Context: an optimization exercise on an open-source flow, tuned for small area, a short achievable clock period and few clock cycles. The choices shown serve that exercise and are no tape-out recipe. At most, simulation tests tie the RTL to the original design; equivalence was not proved. Power is estimated from default activity; no workload was simulated.

== try-ember ==
## mem_wb_stage
module mem_wb_stage #(
    parameter int ADDR_W  = 8,
    parameter int MEM_LAT = 2,
    parameter int DATA_W  = 8
) (
    input  logic              clk,
    input  logic              rst,
    input  logic [DATA_W-1:0] MEM_aluout,
    input  logic [DATA_W-1:0] MEM_read_data2,
    input  logic [31:0]       MEM_reg_write_addr,
    input  logic [31:0]       MEM_branch_addr,
    input  logic [31:0]       MEM_jump_addr,
    input  logic              MEM_zr,
    input  logic              MEM_ng,
    input  logic              MEM_cr,
    input  logic              MEM_ov,
    input  logic              MEM_Branch,
    input  logic              MEM_BranchFlip,
    input  logic              MEM_MemRead,
    input  logic              MEM_MemWrite,
    input  logic              MEM_Jump,
    input  logic              MEM_RegWrite,
    input  logic              MEM_MemtoReg,
    output logic [DATA_W-1:0] WB_aluout,
    output logic [DATA_W-1:0] WB_read_data,
    output logic [31:0]       WB_reg_write_addr,
    output logic              WB_RegWrite,
    output logic              WB_MemtoReg,
    output logic              pc_src,
    output logic [31:0]       pc_target,
    output logic              flush,
    output logic              stall
);
    logic [DATA_W-1:0] wb_aluout_q;
    logic [DATA_W-1:0] wb_rd_lo_q;
    logic [DATA_W-1:0] wb_rd_hi_q;
    logic [31:0]       wb_dst_q;
    logic              wb_regwrite_q;
    logic              wb_memtoreg_q;
    logic [ADDR_W-1:0] addr;
    logic [DATA_W-1:0] rdata_lo;
    logic [DATA_W-1:0] rdata_hi;
    logic              rd_req;
    logic              taken;
    logic              unused_flags;
    assign addr         = MEM_aluout[ADDR_W-1:0];
  ...
clock: 3.0 ns
lec_check: 0
cap_margin: 20
core_margin: 2
core_utilization: 65
cts_cluster_diameter: 100
cts_cluster_size: 20
setup_slack_margin: 0.8
slew_margin: 20
tns_end_percent: 100
run.sh (not shown) runs the stock make flow with config.mk's settings and CLKGATE_MAP_FILE= SYNTH_SCRIPT=/design/flow/synth_recipe.tcl, a recipe that flattens the netlist after the stock synthesis.
Testbench counts of try-ember, summed over its fixed seeds: cycles 320,008.
Setup changes, try-ember to try-pepper
# try-ember
export LEC_CHECK = 0
export CAP_MARGIN = 20
export CORE_MARGIN = 2
export CORE_UTILIZATION = 65
export CTS_CLUSTER_DIAMETER = 100
export CTS_CLUSTER_SIZE = 20
export SETUP_SLACK_MARGIN = 0.8
export SLEW_MARGIN = 20
export TNS_END_PERCENT = 100
create_clock -name core_clock -period 3.0 [get_ports {clk}]
# try-pepper
export LEC_CHECK = 0
export CAP_MARGIN = 20
export CORE_MARGIN = 2
export CORE_UTILIZATION = 72
export CTS_CLUSTER_DIAMETER = 80
export CTS_CLUSTER_SIZE = 28
export SETUP_SLACK_MARGIN = 0.8
export SLEW_MARGIN = 20
export TNS_END_PERCENT = 100
create_clock -name core_clock -period 3.0 [get_ports {clk}]
Findings:
Compared with try-ember, try-pepper shows wire length after detailed routing that has gone up by a few percent.
Changes observed in try-pepper relative to try-ember: total setup violations reported at the end of the flow saw little to no change; logic gate share of total power higher; worst hold margin saw an increase.
try-pepper: die span in x about 5% below try-ember
On design area, try-ember loses to try-pepper.
Here is what was changed in the inputs of try-quartz compared with try-pepper.
# try-pepper
export LEC_CHECK = 0
export CAP_MARGIN = 20
export CORE_MARGIN = 2
export CORE_UTILIZATION = 72
export CTS_CLUSTER_DIAMETER = 80
export CTS_CLUSTER_SIZE = 28
export SETUP_SLACK_MARGIN = 0.8
export SLEW_MARGIN = 20
export TNS_END_PERCENT = 100
create_clock -name core_clock -period 3.0 [get_ports {clk}]
# try-quartz
export LEC_CHECK = 0
export CAP_MARGIN = 20
export CORE_MARGIN = 2
export CORE_UTILIZATION = 72
export CTS_CLUSTER_DIAMETER = 100
export CTS_CLUSTER_SIZE = 20
export SETUP_SLACK_MARGIN = 1.0
export SLEW_MARGIN = 20
export TNS_END_PERCENT = 100
create_clock -name core_clock -period 3.0 [get_ports {clk}]
[summary]
try-quartz | stages: all done | timing, DRC, antenna: all pass
Compared with try-pepper, try-quartz shows a number of inserted diodes that is 1 higher.
Compared to try-pepper, try-quartz has number of optimization iterations in the first detailed-route pass 3 higher.
Achievable frequency: try-quartz vs try-pepper down about 2.8%
[compare] base=try-pepper new=try-quartz: cell count now larger; leakage dissipation now larger; DRC marker count from the first detailed-route iteration now larger; area of all placed cells without fillers now larger; total power consumption of the routed design now larger.
try-quartz against try-pepper: combinational power moved up; share of the clock period used by the worst path shows an increase of 2.2 points.
What try-zinc does differently from try-quartz at the input level:
# try-quartz
export LEC_CHECK = 0
export CAP_MARGIN = 20
export CORE_MARGIN = 2
export CORE_UTILIZATION = 72
export CTS_CLUSTER_DIAMETER = 100
export CTS_CLUSTER_SIZE = 20
export SETUP_SLACK_MARGIN = 1.0
export SLEW_MARGIN = 20
export TNS_END_PERCENT = 100
create_clock -name core_clock -period 3.0 [get_ports {clk}]
# try-zinc
export LEC_CHECK = 0
export CAP_MARGIN = 20
export CORE_MARGIN = 2
export CORE_UTILIZATION = 72
export CTS_CLUSTER_DIAMETER = 100
export CTS_CLUSTER_SIZE = 20
export SETUP_SLACK_MARGIN = 0.8
export SLEW_MARGIN = 20
export TNS_END_PERCENT = 100
create_clock -name core_clock -period 3.0 [get_ports {clk}]
Results
try-zinc: done, clean on timing, DRC and antenna. Compare try-zinc and try-quartz | time the final worst path needs with I/O delays and setup lower: try-zinc. try-zinc vs try-quartz, slowest stage cell on the critical path: sky130_fd_sc_hd__clkdlybuf4s50_1 vs sky130_fd_sc_hd__mux4_2. Summary of try-zinc over try-quartz: post-layout instance count excluding filler cells has decreased, total power divided by cell area has increased, first-iteration DRC count has decreased. Delta (try-zinc minus try-quartz): detailed-routed wire length on met3 down 4.0 mm; number of gates resized after CTS down about 60%; met3 usage down 0.95 points. Final standard cell area without fillers delta (try-zinc − try-quartz): favourable. What try-zinc reported for routed wire length has to be multiplied by 1.08 to get the figure for try-quartz. Max multi-input gate share of the layout cell area across try-zinc and try-quartz: try-quartz.

lane 2:
Another version of the RTL of mem_wb_stage (not shown whole).
Size in the first run: roughly 4100 cells after synthesis, ~2100 flip-flops, ~82000 µm² of cells after synthesis.
make LEC_CHECK=0 CAP_MARGIN=20 CORE_MARGIN=2 CORE_UTILIZATION=40 SETUP_SLACK_MARGIN=1.0 SLEW_MARGIN=20 TNS_END_PERCENT=100 finish   # period 3.0 ns
Input-level comparison between lane 4 and lane 2:
-- flow/config.mk --
<<< lane 2, line 10
export CORE_UTILIZATION = 40
export SETUP_SLACK_MARGIN = 1.0
export SLEW_MARGIN = 20
export TNS_END_PERCENT = 100
>>> lane 4, line 10
export CORE_UTILIZATION = 40
export SLEW_MARGIN = 20
==> summary.txt <==
Lane 4: full flow OK, the timing, design-rule and antenna checks passed
Lane 4 vs. lane 2: total area of multi-input combinational cells went down; overall routed net length down 3.0%; clock group power has decreased.
The final worst clock skew in lane 4 sits 0.028 ns below the value recorded for lane 2.
[lane 4] maximum number of pins on one net before global-route repair fell 4 relative to lane 2
Worst setup slack (lane 4 over lane 2): decrease, 0.28 ns
Across both runs, largest fanout on the critical path was higher for lane 4 than for lane 2.
Between lane 2 and lane 4, the post-route clock period utilization is higher for lane 4.
Final standard cell area without fillers: lane 4 better than lane 2
Re sum of met2 wire segment lengths after detailed routing: lane 2 was higher than lane 4.
In terms of ratio of routed vias to standard cells, lane 4 and lane 2 differ only marginally.
Of the two values seen for end of the critical path, wb_read_data_q[4] was produced by lane 4 and stall by lane 2.
Function was not checked in any run of this note: the RTL went through the layout flow alone.

[what the ideal ports hide]
No port has a modelled driver above. Below, the same layouts with a new extraction and two added sets of constraints. Step 1, drivers: a clkbuf_16 drives clk and a buf_2 each remaining input, both assumed. Step 2 also shifts input and output timing later by t, the mid clock arrival at the registers, as if the neighbouring blocks saw the same clock. Slacks: ideal / step 1 / step 2; pairs: ideal / step 1.
run | shift t [ns] | setup WS [ns] | worst data-port slew with drivers (ns)
try-ember | 0.832 | 0.706 / 0.658 / -0.131 | 0.16
try-pepper | 0.789 | 0.739 / 0.692 / -0.046 | 0.17
try-quartz | 0.805 | 0.674 / 0.584 / -0.222 | 0.25
try-zinc | 0.795 | 0.738 / 0.696 / -0.027 | 0.18
lane 2 | 0.928 | 0.468 / 0.379 / -0.397 | 0.25
lane 4 | 0.925 | 0.184 / 0.146 / -0.702 | 0.11
Met with ideal ports but missed after step 2: setup timing in every run listed. For try-quartz, which loses most, drivers alone change the setup slack by -0.090 ns; drivers and shift together by -0.896 ns.
